This design comes from an exercise in tuning for small area and a short achievable clock period on the open sky130 flow, not from production work.
Function was checked by simulation only, so behaviour that the tests miss may differ from the original.
Power is estimated from default activity; no workload was simulated.

`design/flow/flow/run.sh`:
```
#!/bin/bash
# The standard layout (the standard.sh: standard synthesis, floorplan,
# placement, CTS, routing), with two changes:
#  - ports are buffered with buf_4 cells instead of the slow delay buffers
#    buffer_ports picks by default;
#  - the floorplan's timing repair, which runs before placement with ideal
#    clocks, uses no setup margin; the later repairs use config.mk's margin.
# make's full output goes to standard*.log; each ORFS step keeps its own log
# under orfs/logs/.
set -euo pipefail
PORTS="BUFFER_PORTS_ARGS=-buffer_cell sky130_fd_sc_hd__buf_4"
bash standard.sh "$PORTS" SETUP_SLACK_MARGIN=0 floorplan > standard_floorplan.log 2>&1
bash standard.sh "$PORTS" finish > standard.log 2>&1
```
`design/flow/standard.sh`:
```
#!/bin/bash
# synth_recipe.tcl (not shown) runs the flow's synth.tcl, then flattens the netlist and writes it again
# the make line also repeats each setting of config.mk as NAME=value (left out here)
make -C /OpenROAD-flow-scripts/flow DESIGN_CONFIG=/design/flow/config.mk WORK_HOME=/design/flow/orfs CLKGATE_MAP_FILE= SYNTH_SCRIPT=/design/flow/synth_recipe.tcl "${@:-finish}"
```
`design/flow/config.mk`:
```
export PLATFORM = sky130hd
export DESIGN_NAME = mipsDatapath
export DESIGN_NICKNAME = mipsDatapath
export VERILOG_FILES = /design/flow/design.v
export SDC_FILE = /design/flow/constraint.sdc
export NUM_CORES = 4
export LEC_CHECK = 0
export CAP_MARGIN = 20
export CORE_MARGIN = 5
export CORE_UTILIZATION = 35
export CTS_BUF_LIST = sky130_fd_sc_hd__clkbuf_16
export CTS_CLUSTER_DIAMETER = 120
export CTS_CLUSTER_SIZE = 24
export PLACE_DENSITY = 0.5
export SETUP_SLACK_MARGIN = 2.1
export SLEW_MARGIN = 20
export SYNTH_HIERARCHICAL = 1
```
`design/flow/constraint.sdc`:
```
create_clock -name core_clock -period 5.0 [get_ports {Clock}]
set_input_delay 1.0000 -clock core_clock [delete_from_list [all_inputs] [get_ports {Clock}]]
set_output_delay 1.0000 -clock core_clock [all_outputs]
set_load 0.01 [all_outputs]
```
`design/flow/design.v`:
```
package mipsIsaPkg;
   localparam int regCount = 32;            
   typedef logic [4:0] regIdxT;
   localparam int immW     = 16;            
   localparam int jumpIdxW = 26;            
   typedef enum logic [5:0] {
      opRType = 6'h00,                      
      opJ     = 6'h02,
      opBeq   = 6'h04,
      opAddi  = 6'h08,
      opLb    = 6'h20,                      
      opLw    = 6'h23,
      opSw    = 6'h2b
   } opcodeT;
   typedef enum logic [5:0] {
      fnAdd = 6'h20,
      fnSub = 6'h22,
      fnAnd = 6'h24,
      fnOr  = 6'h25,
      fnXor = 6'h26,
      fnSlt = 6'h2a                         
   } functT;
   typedef struct packed {
      opcodeT     opcode;
      regIdxT     rs;
      regIdxT     rt;
      regIdxT     rd;
      logic [4:0] shamt;
      logic [5:0] funct;                    
   } instrT;
endpackage
package datapathCtrlPkg;
   localparam int wordW  = 32;
   localparam int blockW = 4;               
   localparam int byteW  = 8;
   typedef logic [wordW-1:0] wordT;
   typedef enum logic [1:0] {
      forceAdd = 2'b00,                     
      forceSub = 2'b01,                     
      byFunct  = 2'b10                      
   } aluOpModeT;
   typedef enum logic [2:0] {
      aluAnd  = 3'b000,
      aluOr   = 3'b001,
      aluAdd  = 3'b010,
      aluXor  = 3'b011,
      aluSub  = 3'b110,
      aluXnor = 3'b111
   } aluOperT;
   typedef enum logic [1:0] {selB, selFour, selImm, selImmShift} srcBSelT;
   typedef enum logic [1:0] {pcAlu, pcAluReg, pcJump, pcVector} pcSourceT;
   localparam wordT exceptionVector = 32'hc000_0000;
   localparam wordT pcStep          = 32'd4;
endpackage
module claAdder (
   input  datapathCtrlPkg::wordT              gN,        
   input  datapathCtrlPkg::wordT              kN,        
   input  logic                               cin,
   output logic [datapathCtrlPkg::wordW:0]    carry      
);
   localparam int W      = datapathCtrlPkg::wordW;
   localparam int LEVELS = 5;               
   logic [W-1:0] gl [0:LEVELS];
   logic [W-1:0] kl [0:LEVELS];
   gateGen0 gen0 (.gN(gN[0]), .kN(kN[0]), .cin(cin), .yN(gl[0][0]));
   assign gl[0][W-1:1] = gN[W-1:1];
   assign kl[0]        = kN;
   for (genvar l = 0; l < LEVELS; l++)
   begin : gLevel
      for (genvar i = 0; i < W; i++)
      begin : gBit
         if (i >= (1 << l))
         begin : gCombine
            if (l % 2 == 0)
            begin : gFromInv
               gateOai21 g (.a1(kl[l][i]), .a2(gl[l][i-(1<<l)]), .b1(gl[l][i]), .y(gl[l+1][i]));
               gateNor2  k (.a(kl[l][i]), .b(kl[l][i-(1<<l)]), .y(kl[l+1][i]));
            end
            else
            begin : gFromTrue
               gateAoi21 g (.a1(kl[l][i]), .a2(gl[l][i-(1<<l)]), .b1(gl[l][i]), .y(gl[l+1][i]));
               gateNand2 k (.a(kl[l][i]), .b(kl[l][i-(1<<l)]), .y(kl[l+1][i]));
            end
         end
         else
         begin : gPass
            gateInv g (.a(gl[l][i]), .y(gl[l+1][i]));
            assign kl[l+1][i] = 1'b0;
         end
      end
   end
   assign carry = {gl[LEVELS], cin};
endmodule
module gateGen0 (input logic gN, kN, cin, output logic yN);
   assign yN = ~(~gN | (~kN & cin));
endmodule
module gateOai21 (input logic a1, a2, b1, output logic y);
   assign y = ~((a1 | a2) & b1);
endmodule
module gateAoi21 (input logic a1, a2, b1, output logic y);
   assign y = ~((a1 & a2) | b1);
endmodule
module gateNor2 (input logic a, b, output logic y);
   assign y = ~(a | b);
endmodule
module gateNand2 (input logic a, b, output logic y);
   assign y = ~(a & b);
endmodule
module gateInv (input logic a, output logic y);
   assign y = ~a;
endmodule
module gateXor2 (input logic a, b, output logic y);
   assign y = a ^ b;
endmodule
module gateXnor2 (input logic a, b, output logic y);
   assign y = ~(a ^ b);
endmodule
module gateMux2 (input logic s, d1, d0, output logic y);
   assign y = s ? d1 : d0;
endmodule
module gateNand4 (input logic a, b, c, d, output logic y);
   assign y = ~(a & b & c & d);
endmodule
module gateAnd2 (input logic a, b, output logic y);
   assign y = a & b;
endmodule
module gateAoi222 (input logic a1, a2, b1, b2, c1, c2, output logic y);
   assign y = ~((a1 & a2) | (b1 & b2) | (c1 & c2));
endmodule
module gateAoi22 (input logic a1, a2, b1, b2, output logic y);
   assign y = ~((a1 & a2) | (b1 & b2));
endmodule
module gateAo22 (input logic a1, a2, b1, b2, output logic y);
   assign y = (a1 & a2) | (b1 & b2);
endmodule
module gateNand2b (input logic aN, b, output logic y);
   assign y = ~(~aN & b);
endmodule
module gateNor2b (input logic a, bN, output logic y);
   assign y = ~(a | ~bN);
endmodule
module gateNand3 (input logic a, b, c, output logic y);
   assign y = ~(a & b & c);
endmodule
module gateNor3 (input logic a, b, c, output logic y);
   assign y = ~(a | b | c);
endmodule
module alu (
   input  datapathCtrlPkg::wordT    opA,
   input  datapathCtrlPkg::wordT    bSel,       
   input  datapathCtrlPkg::wordT    opB,        
   input  logic                     invB,       
   input  logic                     isAnd,
   input  logic                     isOr,       
   input  logic                     isAdd,      
   input  logic                     rstN,       
   input  logic [4:0]               zeroSel,    
   output datapathCtrlPkg::wordT    prop,       
   output datapathCtrlPkg::wordT    logicRes,   
   output logic [datapathCtrlPkg::wordW:0] carry,   
   output logic [3:0]               zero,       
   output logic                     overflow    
);
   localparam int W = datapathCtrlPkg::wordW;
   datapathCtrlPkg::wordT genN;              
   datapathCtrlPkg::wordT anyN;              
   datapathCtrlPkg::wordT diff;              
   datapathCtrlPkg::wordT plainGenN;         
   datapathCtrlPkg::wordT plainAnyN;         
   datapathCtrlPkg::wordT sumMiss;           
   logic                  zeroAdd;           
   logic                  zeroEq;            
   logic                  zeroXnor;          
   logic                  zeroAnd;           
   logic                  zeroOr;            
   for (genvar i = 0; i < W; i++)
   begin : gBit
      gateNand2 gg (.a(opA[i]), .b(opB[i]), .y(genN[i]));
      gateNor2  gk (.a(opA[i]), .b(opB[i]), .y(anyN[i]));
      gateXor2  gp (.a(opA[i]), .b(opB[i]), .y(prop[i]));
      logicBit lb (.genN(genN[i]), .anyN(anyN[i]), .prop(prop[i]), .isAnd(isAnd), .isOr(isOr),
                   .y(logicRes[i]));
      gateXor2  zd (.a(opA[i]), .b(bSel[i]), .y(diff[i]));
      gateNand2 zg (.a(opA[i]), .b(bSel[i]), .y(plainGenN[i]));
      gateNor2  zk (.a(opA[i]), .b(bSel[i]), .y(plainAnyN[i]));
      if (i == 0)
      begin : gLsb
         assign sumMiss[i] = diff[i];
      end
      else
      begin : gUpper
         gateXnor2 gz (.a(diff[i]), .b(plainAnyN[i-1]), .y(sumMiss[i]));
      end
   end
   claAdder adder (
      .gN    (genN),
      .kN    (anyN),
      .cin   (invB),
      .carry (carry)
   );
   zeroTree zeroAddDet  (.nonZero(sumMiss),  .zero(zeroAdd));
   zeroTree zeroEqDet   (.nonZero(diff),     .zero(zeroEq));
   oneTree  zeroXnorDet (.ones(diff),        .allOnes(zeroXnor));
   oneTree  zeroAndDet  (.ones(plainGenN),   .allOnes(zeroAnd));
   oneTree  zeroOrDet   (.ones(plainAnyN),   .allOnes(zeroOr));
   for (genvar q = 0; q < 4; q++)
   begin : gZero
      logic pickN1, pickN2;
      gateAoi222 sel1 (.a1(zeroSel[0]), .a2(zeroAdd), .b1(zeroSel[1]), .b2(zeroEq),
                       .c1(zeroSel[2]), .c2(zeroXnor), .y(pickN1));
      gateAoi22  sel2 (.a1(zeroSel[3]), .a2(zeroAnd), .b1(zeroSel[4]), .b2(zeroOr), .y(pickN2));
      gateNand2  pick (.a(pickN1), .b(pickN2), .y(zero[q]));
   end
   logic ovfC1, ovfC0;
   overflowEarly ovfEarly (.rstN(rstN), .isAdd(isAdd), .genN(genN[W-1]), .anyN(anyN[W-1]),
                           .ovfC1(ovfC1), .ovfC0(ovfC0));
   gateMux2 ovfSel (.s(carry[W-1]), .d1(ovfC1), .d0(ovfC0), .y(overflow));
endmodule
module logicBit (
   input  logic genN, anyN, prop, isAnd, isOr,
   output logic y
);
   assign y = isAnd ? ~genN : (isOr ? ~anyN : prop);
endmodule
module zeroTree (
   input  datapathCtrlPkg::wordT nonZero,
   output logic                  zero
);
   logic [15:0] l1;                          
   logic [7:0]  l2;                          
   logic [3:0]  l3;                          
   logic [1:0]  l4;                          
   for (genvar i = 0; i < 16; i++)
   begin : gL1
      gateNor2 g (.a(nonZero[2*i]), .b(nonZero[2*i+1]), .y(l1[i]));
   end
   for (genvar i = 0; i < 8; i++)
   begin : gL2
      gateNand2 g (.a(l1[2*i]), .b(l1[2*i+1]), .y(l2[i]));
   end
   for (genvar i = 0; i < 4; i++)
   begin : gL3
      gateNor2 g (.a(l2[2*i]), .b(l2[2*i+1]), .y(l3[i]));
   end
   for (genvar i = 0; i < 2; i++)
   begin : gL4
      gateNand2 g (.a(l3[2*i]), .b(l3[2*i+1]), .y(l4[i]));
   end
   gateNor2 gL5 (.a(l4[0]), .b(l4[1]), .y(zero));
endmodule
module zeroTreeN (
   input  datapathCtrlPkg::wordT nonZero,
   output logic                  zeroN
);
   logic [15:0] l1;                          
   logic [7:0]  l2;                          
   logic [3:0]  l3;                          
   for (genvar i = 0; i < 16; i++)
   begin : gL1
      gateNor2 g (.a(nonZero[2*i]), .b(nonZero[2*i+1]), .y(l1[i]));
   end
   for (genvar i = 0; i < 8; i++)
   begin : gL2
      gateNand2 g (.a(l1[2*i]), .b(l1[2*i+1]), .y(l2[i]));
   end
   for (genvar i = 0; i < 4; i++)
   begin : gL3
      gateNor2 g (.a(l2[2*i]), .b(l2[2*i+1]), .y(l3[i]));
   end
   gateNand4 gL4 (.a(l3[0]), .b(l3[1]), .c(l3[2]), .d(l3[3]), .y(zeroN));
endmodule
module oneTree (
   input  datapathCtrlPkg::wordT ones,
   output logic                  allOnes
);
   logic [15:0] l1;                          
   logic [7:0]  l2;                          
   logic [3:0]  l3;                          
   logic [1:0]  l4;                          
   for (genvar i = 0; i < 16; i++)
   begin : gL1
      gateNand2 g (.a(ones[2*i]), .b(ones[2*i+1]), .y(l1[i]));
   end
   for (genvar i = 0; i < 8; i++)
   begin : gL2
      gateNor2 g (.a(l1[2*i]), .b(l1[2*i+1]), .y(l2[i]));
   end
   for (genvar i = 0; i < 4; i++)
   begin : gL3
      gateNand2 g (.a(l2[2*i]), .b(l2[2*i+1]), .y(l3[i]));
   end
   for (genvar i = 0; i < 2; i++)
   begin : gL4
      gateNor2 g (.a(l3[2*i]), .b(l3[2*i+1]), .y(l4[i]));
   end
   gateAnd2 gL5 (.a(l4[0]), .b(l4[1]), .y(allOnes));
endmodule
module overflowEarly (
   input  logic rstN, isAdd, genN, anyN,
   output logic ovfC1, ovfC0
);
   assign ovfC1 = rstN & isAdd & anyN;        
   assign ovfC0 = rstN & isAdd & ~genN;       
endmodule
module aluControl (
   input  datapathCtrlPkg::aluOpModeT mode,
   input  logic                       fnAdd,
   input  logic                       fnSub,
   input  logic                       fnAnd,
   input  logic                       fnOr,
   input  logic                       fnXor,
   input  logic                       fnInv,
   output logic [7:0]                 invB,     
   output logic                       isSum,
   output logic                       isAnd,
   output logic                       isOr,
   output logic                       isAdd,
   output logic [4:0]                 zeroSel   
);
   logic isXnor;
   assign isAdd  = mode[1] ? fnAdd : ~mode[0];
   assign isSum  = mode[1] ? (fnAdd | fnSub) : 1'b1;
   assign isAnd  = mode[1] & fnAnd;
   assign isOr   = mode[1] & fnOr;
   assign isXnor = mode[1] & fnInv & ~fnSub;
   for (genvar q = 0; q < 8; q++)
   begin : gInv
      gateMux2 inv (.s(mode[1]), .d1(fnInv), .d0(mode[0]), .y(invB[q]));
   end
   assign zeroSel[0] = isAdd;
   assign zeroSel[1] = mode[1] ? (fnSub | fnXor) : mode[0];
   assign zeroSel[2] = isXnor;
   assign zeroSel[3] = isAnd;
   assign zeroSel[4] = isOr;
endmodule
module regFile (
   input  logic                   Clock,
   input  logic                   regWrite,
   input  logic                   regDst,       
   input  mipsIsaPkg::regIdxT     readIdx1,
   input  mipsIsaPkg::regIdxT     readIdx2,     
   input  mipsIsaPkg::regIdxT     rdIdx,
   input  datapathCtrlPkg::wordT  writeData,
   output datapathCtrlPkg::wordT  readData1,
   output datapathCtrlPkg::wordT  readData2
);
   logic [mipsIsaPkg::regCount-1:1][datapathCtrlPkg::wordW-1:0] regs;                
   logic [mipsIsaPkg::regCount-1:1] sel1;
   logic [mipsIsaPkg::regCount-1:1] sel2;
   logic [mipsIsaPkg::regCount-1:1] wen;
   logic [mipsIsaPkg::regCount-1:1] rdSel;
   logic                            writeRd;
   logic                            writeRt;
   always_comb
   begin
      for (int k = 1; k < mipsIsaPkg::regCount; k++)
      begin
         sel1[k] = (readIdx1 == 5'(k));
         sel2[k] = (readIdx2 == 5'(k));
         rdSel[k] = (rdIdx == 5'(k));
      end
   end
   assign writeRd = regWrite & regDst;
   assign writeRt = regWrite & ~regDst;
   for (genvar k = 1; k < mipsIsaPkg::regCount; k++)
   begin : gWen
      gateAo22 w (.a1(writeRd), .a2(rdSel[k]), .b1(writeRt), .b2(sel2[k]), .y(wen[k]));
   end
   regRead port1 (.sel(sel1), .regs(regs), .data(readData1));
   regRead port2 (.sel(sel2), .regs(regs), .data(readData2));
   for (genvar k = 1; k < mipsIsaPkg::regCount; k++)
   begin : gReg
      always_ff @(posedge Clock)
      begin
         if (wen[k])
         begin
            regs[k] <= writeData;
         end
      end
   end
endmodule
module regRead (
   input  logic [mipsIsaPkg::regCount-1:1] sel,
   input  logic [mipsIsaPkg::regCount-1:1][datapathCtrlPkg::wordW-1:0] regs,
   output datapathCtrlPkg::wordT           data
);
   for (genvar b = 0; b < datapathCtrlPkg::wordW; b++)
   begin : gBit
      logic [10:0] grpN;                     
      for (genvar q = 0; q < 10; q++)
      begin : gGrp
         aoi222 grp (
            .a0(regs[3*q+1][b]), .s0(sel[3*q+1]),
            .a1(regs[3*q+2][b]), .s1(sel[3*q+2]),
            .a2(regs[3*q+3][b]), .s2(sel[3*q+3]),
            .y (grpN[q])
         );
      end
      assign grpN[10] = ~(regs[31][b] & sel[31]);
      logic [2:0] anyOne;
      logic       noneN;
      gateNand4 n0 (.a(grpN[0]), .b(grpN[1]), .c(grpN[2]),  .d(grpN[3]), .y(anyOne[0]));
      gateNand4 n1 (.a(grpN[4]), .b(grpN[5]), .c(grpN[6]),  .d(grpN[7]), .y(anyOne[1]));
      gateNand3 n2 (.a(grpN[8]), .b(grpN[9]), .c(grpN[10]), .y(anyOne[2]));
      gateNor3  o  (.a(anyOne[0]), .b(anyOne[1]), .c(anyOne[2]), .y(noneN));
      gateInv   i  (.a(noneN), .y(data[b]));
   end
endmodule
module aoi222 (
   input  logic a0, s0, a1, s1, a2, s2,
   output logic y
);
   assign y = ~((a0 & s0) | (a1 & s1) | (a2 & s2));
endmodule
module pcUnit (
   input  logic                             Clock,
   input  logic                             rstN,
   input  logic                             pcWrite,
   input  logic                             pcWriteCond,    
   input  datapathCtrlPkg::pcSourceT        pcSource,
   input  logic [3:0]                       zero,           
   input  logic [datapathCtrlPkg::wordW:0]  carry,          
   input  datapathCtrlPkg::wordT            prop,           
   input  datapathCtrlPkg::wordT            logicRes,       
   input  logic                             isSum,
   input  datapathCtrlPkg::wordT            aluHeld,        
   input  logic [mipsIsaPkg::jumpIdxW-1:0]  jumpIndex,
   output datapathCtrlPkg::wordT            aluResult,      
   output datapathCtrlPkg::wordT            pc
);
   datapathCtrlPkg::wordT jumpTarget;
   datapathCtrlPkg::wordT otherPc;           
   datapathCtrlPkg::wordT keepZ1;            
   datapathCtrlPkg::wordT keepZ0;            
   datapathCtrlPkg::wordT pcNext;
   logic takeZ1;
   logic takeZ0;
   assign jumpTarget = {pc[datapathCtrlPkg::wordW-1:datapathCtrlPkg::wordW-4], jumpIndex, 2'b00};
   always_comb
   begin
      case (pcSource)
         datapathCtrlPkg::pcAluReg: otherPc = aluHeld;             
         datapathCtrlPkg::pcJump:   otherPc = jumpTarget;
         default:                   otherPc = datapathCtrlPkg::exceptionVector;
      endcase
   end
   assign takeZ1 = rstN & (pcWrite | pcWriteCond) & (pcSource == datapathCtrlPkg::pcAlu);
   assign takeZ0 = rstN & pcWrite & (pcSource == datapathCtrlPkg::pcAlu);
   assign keepZ1 = ~rstN ? '0 : ((pcWrite | pcWriteCond) ? otherPc : pc);
   assign keepZ0 = ~rstN ? '0 : (pcWrite ? otherPc : pc);
   for (genvar i = 0; i < datapathCtrlPkg::wordW; i++)
   begin : gBit
      pcBit bitSel (
         .carry     (carry[i]),
         .zero      (zero[i/8]),
         .prop      (prop[i]),
         .logicRes  (logicRes[i]),
         .isSum     (isSum),
         .takeZ1    (takeZ1),
         .takeZ0    (takeZ0),
         .keepZ1    (keepZ1[i]),
         .keepZ0    (keepZ0[i]),
         .aluResult (aluResult[i]),
         .pcNext    (pcNext[i])
      );
   end
   always_ff @(posedge Clock)
   begin
      pc <= pcNext;
   end
endmodule
module pcBit (
   input  logic carry,
   input  logic zero,
   input  logic prop,
   input  logic logicRes,
   input  logic isSum,
   input  logic takeZ1,
   input  logic takeZ0,
   input  logic keepZ1,
   input  logic keepZ0,
   output logic aluResult,
   output logic pcNext
);
   logic resC1N, resC0N;                     
   logic nextZ1C1, nextZ1C0, nextZ0C1, nextZ0C0;
   logic nextZ1N, nextZ0N;
   pcBitEarly early (
      .prop     (prop),
      .logicRes (logicRes),
      .isSum    (isSum),
      .takeZ1   (takeZ1),
      .takeZ0   (takeZ0),
      .keepZ1   (keepZ1),
      .keepZ0   (keepZ0),
      .resC1N   (resC1N),
      .resC0N   (resC0N),
      .nextZ1C1 (nextZ1C1),
      .nextZ1C0 (nextZ1C0),
      .nextZ0C1 (nextZ0C1),
      .nextZ0C0 (nextZ0C0)
   );
   gateMux2i res (.s(carry), .d1(resC1N),   .d0(resC0N),   .y(aluResult));
   gateMux2i z1  (.s(carry), .d1(nextZ1C1), .d0(nextZ1C0), .y(nextZ1N));
   gateMux2i z0  (.s(carry), .d1(nextZ0C1), .d0(nextZ0C0), .y(nextZ0N));
   gateMux2i nxt (.s(zero),  .d1(nextZ1N),  .d0(nextZ0N),  .y(pcNext));
endmodule
module pcBitEarly (
   input  logic prop,
   input  logic logicRes,
   input  logic isSum,
   input  logic takeZ1,
   input  logic takeZ0,
   input  logic keepZ1,
   input  logic keepZ0,
   output logic resC1N,
   output logic resC0N,
   output logic nextZ1C1,
   output logic nextZ1C0,
   output logic nextZ0C1,
   output logic nextZ0C0
);
   logic resC1, resC0;
   assign resC1    = isSum ? ~prop : logicRes;
   assign resC0    = isSum ?  prop : logicRes;
   assign resC1N   = ~resC1;
   assign resC0N   = ~resC0;
   assign nextZ1C1 = takeZ1 ? resC1 : keepZ1;
   assign nextZ1C0 = takeZ1 ? resC0 : keepZ1;
   assign nextZ0C1 = takeZ0 ? resC1 : keepZ0;
   assign nextZ0C0 = takeZ0 ? resC0 : keepZ0;
endmodule
module gateMux2i (input logic s, d1, d0, output logic y);
   assign y = ~(s ? d1 : d0);
endmodule
module loadAligner (
   input  datapathCtrlPkg::wordT mdr,
   input  datapathCtrlPkg::wordT aluHeld,    
   input  logic                  memToReg,
   input  logic                  loadByte,
   output datapathCtrlPkg::wordT regWriteData
);
   logic [datapathCtrlPkg::byteW-1:0] laneByte;
   datapathCtrlPkg::wordT             byteExt;
   always_comb
   begin
      case (aluHeld[1:0])
         2'b00:   laneByte = mdr[31:24];
         2'b01:   laneByte = mdr[23:16];
         2'b10:   laneByte = mdr[15:8];
         default: laneByte = mdr[7:0];
      endcase
   end
   assign byteExt = {{(datapathCtrlPkg::wordW-datapathCtrlPkg::byteW){laneByte[datapathCtrlPkg::byteW-1]}}, laneByte};    
   always_comb
   begin
      if (loadByte)
      begin
         regWriteData = byteExt;
      end
      else if (memToReg)
      begin
         regWriteData = mdr;
      end
      else
      begin
         regWriteData = aluHeld;                 
      end
   end
endmodule
module mipsDatapath (
   input  logic        Clock,
   input  logic        rstN,
   input  logic        pcWriteCond,    
   input  logic        pcWrite,
   input  logic        iOrD,           
   input  logic        irWrite,
   input  logic        memToReg,
   input  logic        loadByte,
   input  logic        regWrite,
   input  logic        regDst,         
   input  logic        aluSrcA,        
   input  logic [1:0]  aluOp,          
   input  logic [1:0]  aluSrcB,        
   input  logic [1:0]  pcSource,       
   input  logic [31:0] memData,
   output logic [31:0] address,
   output logic [31:0] writeData,
   output logic [5:0]  opcode,         
   output logic        overflow        
);
   mipsIsaPkg::instrT      ir;                        
   datapathCtrlPkg::wordT  mdr;                       
   datapathCtrlPkg::wordT  regA;
   datapathCtrlPkg::wordT  regB;
   datapathCtrlPkg::wordT  aluHeld;                   
   datapathCtrlPkg::wordT  pc;
   datapathCtrlPkg::wordT  readData1;
   datapathCtrlPkg::wordT  readData2;
   datapathCtrlPkg::wordT  regWriteData;
   datapathCtrlPkg::wordT  immExt;                    
   datapathCtrlPkg::wordT  immShift;                  
   logic                   fnAdd;                     
   logic                   fnSub;                     
   logic                   fnAnd;
   logic                   fnOr;
   logic                   fnXor;
   logic                   fnInv;
   mipsIsaPkg::regIdxT     rdN;                       
   datapathCtrlPkg::wordT    aluOpA;
   datapathCtrlPkg::wordT    aluOpB;
   logic [7:0]               aluInvB;
   logic [4:0]               aluZeroSel;
   datapathCtrlPkg::wordT    aluBSel;
   logic                     aluIsSum;
   logic                     aluIsAnd;
   logic                     aluIsOr;
   logic                     aluIsAdd;
   datapathCtrlPkg::wordT    aluResult;
   logic [3:0]               aluZero;
   datapathCtrlPkg::wordT    aluProp;
   datapathCtrlPkg::wordT    aluLogic;
   logic [datapathCtrlPkg::wordW:0] aluCarry;
   logic                     aluOverflow;
   always_ff @(posedge Clock)
   begin
      mdr     <= memData;
      regA    <= readData1;
      regB    <= readData2;
      aluHeld <= aluResult;
      if (irWrite)
      begin
         ir    <= mipsIsaPkg::instrT'(memData);
         fnAdd <= (memData[5:0] == mipsIsaPkg::fnAdd);
         fnSub <= (memData[5:0] == mipsIsaPkg::fnSub);
         fnAnd <= (memData[5:0] == mipsIsaPkg::fnAnd);
         fnOr  <= (memData[5:0] == mipsIsaPkg::fnOr);
         fnXor <= (memData[5:0] == mipsIsaPkg::fnXor);
         rdN   <= ~memData[15:11];
         fnInv <= !((memData[5:0] == mipsIsaPkg::fnAdd) || (memData[5:0] == mipsIsaPkg::fnAnd) ||
                    (memData[5:0] == mipsIsaPkg::fnOr)  || (memData[5:0] == mipsIsaPkg::fnXor));
      end
   end
   always_ff @(posedge Clock)
   begin
      overflow <= aluOverflow;                
   end
   assign address  = iOrD ? aluHeld : pc;
   assign immExt   = {{(datapathCtrlPkg::wordW-mipsIsaPkg::immW){ir[mipsIsaPkg::immW-1]}},
                      ir[mipsIsaPkg::immW-1:0]};
   assign immShift = immExt << 2;
   aluOperandSel operandSel (
      .aluSrcA  (aluSrcA),
      .aluSrcB  (datapathCtrlPkg::srcBSelT'(aluSrcB)),
      .invB     (aluInvB),
      .regA     (regA),
      .regB     (regB),
      .pc       (pc),
      .immExt   (immExt),
      .immShift (immShift),
      .opA      (aluOpA),
      .bSel     (aluBSel),
      .opB      (aluOpB)
   );
   assign writeData = regB;                    
   assign opcode    = ir.opcode;
   pcUnit pcBlk (
      .Clock       (Clock),
      .rstN        (rstN),
      .pcWrite     (pcWrite),
      .pcWriteCond (pcWriteCond),
      .pcSource    (datapathCtrlPkg::pcSourceT'(pcSource)),
      .zero        (aluZero),
      .carry       (aluCarry),
      .prop        (aluProp),
      .logicRes    (aluLogic),
      .isSum       (aluIsSum),
      .aluHeld     (aluHeld),
      .jumpIndex   (ir[mipsIsaPkg::jumpIdxW-1:0]),
      .aluResult   (aluResult),
      .pc          (pc)
   );
   regFile regs (
      .Clock     (Clock),
      .regWrite  (regWrite),
      .regDst    (regDst),
      .readIdx1  (ir.rs),
      .readIdx2  (ir.rt),
      .rdIdx     (~rdN),
      .writeData (regWriteData),
      .readData1 (readData1),
      .readData2 (readData2)
   );
   aluControl aluCtl (
      .mode      (datapathCtrlPkg::aluOpModeT'(aluOp)),
      .fnAdd     (fnAdd),
      .fnSub     (fnSub),
      .fnAnd     (fnAnd),
      .fnOr      (fnOr),
      .fnXor     (fnXor),
      .fnInv     (fnInv),
      .invB      (aluInvB),
      .isSum     (aluIsSum),
      .isAnd     (aluIsAnd),
      .isOr      (aluIsOr),
      .isAdd     (aluIsAdd),
      .zeroSel   (aluZeroSel)
   );
   alu aluBlk (
      .opA       (aluOpA),
      .bSel      (aluBSel),
      .opB       (aluOpB),
      .invB      (aluInvB[0]),
      .isAnd     (aluIsAnd),
      .isOr      (aluIsOr),
      .isAdd     (aluIsAdd),
      .rstN      (rstN),
      .zeroSel   (aluZeroSel),
      .prop      (aluProp),
      .logicRes  (aluLogic),
      .carry     (aluCarry),
      .zero      (aluZero),
      .overflow  (aluOverflow)
   );
   loadAligner aligner (
      .mdr          (mdr),
      .aluHeld      (aluHeld),
      .memToReg     (memToReg),
      .loadByte     (loadByte),
      .regWriteData (regWriteData)
   );
endmodule
module aluOperandSel (
   input  logic                      aluSrcA,
   input  datapathCtrlPkg::srcBSelT  aluSrcB,
   input  logic [7:0]                invB,       
   input  datapathCtrlPkg::wordT     regA,
   input  datapathCtrlPkg::wordT     regB,
   input  datapathCtrlPkg::wordT     pc,
   input  datapathCtrlPkg::wordT     immExt,
   input  datapathCtrlPkg::wordT     immShift,
   output datapathCtrlPkg::wordT     opA,
   output datapathCtrlPkg::wordT     bSel,       
   output datapathCtrlPkg::wordT     opB
);
   logic selB, selFour, selImm, selShift;
   assign selB     = (aluSrcB == datapathCtrlPkg::selB);
   assign selFour  = (aluSrcB == datapathCtrlPkg::selFour);
   assign selImm   = (aluSrcB == datapathCtrlPkg::selImm);
   assign selShift = (aluSrcB == datapathCtrlPkg::selImmShift);
   for (genvar i = 0; i < datapathCtrlPkg::wordW; i++)
   begin : gBit
      gateMux2 a (.s(aluSrcA), .d1(regA[i]), .d0(pc[i]), .y(opA[i]));
      if (i < 2)
      begin : gLow
         logic pickB, pickImm;
         gateNand2 nb (.a(selB),   .b(regB[i]),   .y(pickB));
         gateNand2 ni (.a(selImm), .b(immExt[i]), .y(pickImm));
         gateNand2 b  (.a(pickB),  .b(pickImm),   .y(bSel[i]));
      end
      else if (i == 2)
      begin : gFour
         bSelFour b (.selB(selB), .regB(regB[i]), .selFour(selFour), .selImm(selImm), .imm(immExt[i]),
                     .selShift(selShift), .immShift(immShift[i]), .y(bSel[i]));
      end
      else
      begin : gHigh
         logic pickB, pickImm, pickShift;
         gateNand2 nb (.a(selB),     .b(regB[i]),     .y(pickB));
         gateNand2 ni (.a(selImm),   .b(immExt[i]),   .y(pickImm));
         gateNand2 ns (.a(selShift), .b(immShift[i]), .y(pickShift));
         gateNand3 b  (.a(pickB),    .b(pickImm),     .c(pickShift), .y(bSel[i]));
      end
      gateXor2 inv (.a(bSel[i]), .b(invB[i/4]), .y(opB[i]));
   end
endmodule
module bSelFour (
   input  logic selB, regB, selFour, selImm, imm, selShift, immShift,
   output logic y
);
   assign y = (selB & regB) | selFour | (selImm & imm) | (selShift & immShift);
endmodule
```
==> impl_metrics.toml <==
[status]
status = "finished clean"

[clock_network]
insertion_delay_ns = 0.77
cts-root-buf = "clkbuf_16"
cts_buffers = 57
path_clk_slew_ns = 0.11
cts_tree = "done"
clock_sinks = 1196
clk_path_buf_depth = 3
cts_max_level = 2

[layout]
num-fill-cells = 14680
multi_input_area_sq_um = 23010
utilization = 0.4179
final_layout_size_suffix_gt1_frac = 0.2516
regArea_sq_um = 34310
design_area_sq_um = 66340
syn_to_final_growth_pct = 18.39
layout.nets = 4750
final_cells = 6829

[pwr]
p_switching_uw = 9160
sequentialPowerShare = 0.494
p_comb_frac = 0.294
swShare = 0.3515
clkPwrFrac = 0.211
ir_drop_v = 0.0003191
power_density_nw_per_um2 = 392.8
internal-power_uw = 16900
p_leak_uw = 0.02238

[run]
maxCapViolations = 0

[route]
first_pass_iters = 19
drc = 0
vias = 45170
routedWlPerCell_microns = 36.36
drt_iter0_drc = 8831
wirelength_mm = 248.3
ant_nets = 0
via_per_inst = 6.615

[worst_setup_path]
cp.arrival_ns = 3.59
crit_path_cell_trace = "buf_6, nand2b_4, buf_6, nor2_4, buf_6, buf_12, a222oi_1, nand4_1, nor3_4, inv_1"
critPathBufInv = 5
crit_fanout = 9
critPathMaxStageDelay_ns = 0.58
cp_slowest_cell = "nand4_1"
cp-start-kind = "register"
path_class = "reg2reg"
cp_top_family = "simple AND/OR/NAND/NOR gates"
cp_common_cell = "buf_6"
worstPathRequired_ns = 5.62
critPathCaptureType = "register"

[synth]
syn_nets = 4294
synth_cells = 4242
synth_area_sq_um = 56030
avgSynthCellArea_sq_um = 13.21
yosysWarnings = 15

[timing]
finalSetupViolations = 0
drv_slew = 0
fin_crit_ns = 2.974
fin_crit_sh = 0.5949
slew-limit-headroom = 0.1478
rsz0062_at_grt = "yes"
tightestPinTransition_ns = 1.275
final_hold_viol_count = 0
fin_skew_ns = 0.06812
fmax_ghz = 0.3362
holdWs_ns = 0.3719
tns_ns = 0

[global_route]
grt_pass1_wl_mm = 335.5
grt_max_degree = 64
grt_pass1_vias = 43000
grt-ovfl-total = 0
antenna_found_initial = 13
grt_usage = 0.2791

[floorplan]
coreArea_sq_um = 158700
start_util = 0.3530
die_h_microns = 410.1
fp.dieW_microns = 410.1
io_pins = 120
placementRows = 146
dieArea_sq_um = 168200

[placed_design]
finalWeightedCongestion = 0.9374
place_area_sq_um = 61330
dp_hpwl_mm = 161.1
numPortBuffers = 119
dp_cells = 6548

[min_path]
min_path_type = "in2reg"
routing by layer:
metal  GRT usage  up-vias  share of wire
li1            -    18630              -
met4      0.1295       12          0.056
met3     0.07467      605           0.12
met1      0.3635    22880           0.38
met5           0        -        0.00032
met2      0.4355     3049           0.44
area by class of cell:
cell class	count	area share
flip-flops and latches	1196	0.5171
clock buffers	57	0.02150
clock inverters	50	0.004489
diodes	11	0.0004149
repair buffers	448	0.06065
well taps	2072	0.03908
inverters	173	0.009826
multi-input cells	2822	0.3469
metrics by stage:
step | total power [uW] | worst slack (ns)
2_1_floorplan | 16710 | 0.9351
3_3_place_gp | 19870 | 0.7634
3_5_place_dp | 19900 | 0.7215
4_1_cts | 25730 | 2.017
5_1_grt | 26940 | 1.972
6_report | 26060 | 2.026
registers in the layout (all words and copies together), names as in the netlist, 5 cells and up:
register and count:
regs.regs 992, aluHeld 32, ir 32, mdr 32, pcBlk.pc 32, regA 32, regB 32, rdN 5
path summary, 6_finish.rpt:
path	from	end	slack (ns)	cells after the start
max	ir[20]$_DFFE_PP_	regB[9]$_DFF_P_	2.03	10
min	memData[31]	mdr[31]$_DFF_P_	0.37	1
min reg2reg	regs.regs[960]$_DFFE_PP_	regB[0]$_DFF_P_	0.61	4
max reg2reg	ir[20]$_DFFE_PP_	regB[9]$_DFF_P_	2.03	10
what timing repair did:
action	in CTS	in global routing
hold buffers	0	0
endpoints found under the setup margin	1236	150
buffers inserted	82	63
pin swaps	43	58
cloned	15	3
gates resized for setup	203	167
layout by cell type (no fill, tap or decap), types with 24 or more instances in the layout:
master     instances
mux2_4            71
mux2i_1          169
inv_1            203
nand2b_1         101
edfxtp_1        1035
and2_1            33
o2bb2ai_1         50
buf_4            383
nand4_1          132
a22o_2            24
o21ai_1           31
nand2_1          342
or2_1             32
xor2_2            52
o21ai_2           27
o21ai_0           67
nand3_2           28
clkbuf_16         58
a222oi_1         644
a211oi_1          27
nor3_2            60
xnor2_1           31
a22oi_1           27
nor2b_1           35
dfxtp_1          158
nor2_4            87
nand3_1           69
buf_12            39
a21oi_2           48
o31ai_1           66
and2_4            35
o31ai_2           31
xor2_1            36
nor2_1           218
nor2_2            87
power groups by stage:
stage               sequential [uW]  clock (uW)  combinational [uW]
finish                        12900        5510                7670
global route                  12900        5940                8110
CTS                           12900        5610                7250
detailed placement            13100           0                6770
global placement              13100           0                6730
floorplan                     12600           0                4100

re-timing with driven ports:
How much do the figures lean on ideal ports? The routed layout below was timed once more, with nothing changed but the port constraints. Step 1 sets driving cells, clkbuf_16 on the clock port and buf_2 on the other inputs (assumed; they add their load-dependent delay and slew). Step 2 also shifts input and output timing later by t, the mid clock arrival at the registers, as if the neighbouring blocks saw the same clock. Three values: ideal, step 1, step 2; two values: the first two.
t (ns): 0.805
setup slack, ns: 2.026 / 1.961 / 1.288
hold slack, ns: 0.372 / 0.329 / 0.610
clock arrival spread, ns: 0.070 / 0.070
worst slew at a driven data input, ns: 0.20
After both steps this run still meets setup and hold. The setup slack of this run moves by -0.065 ns with the drivers and by -0.738 ns with both steps.
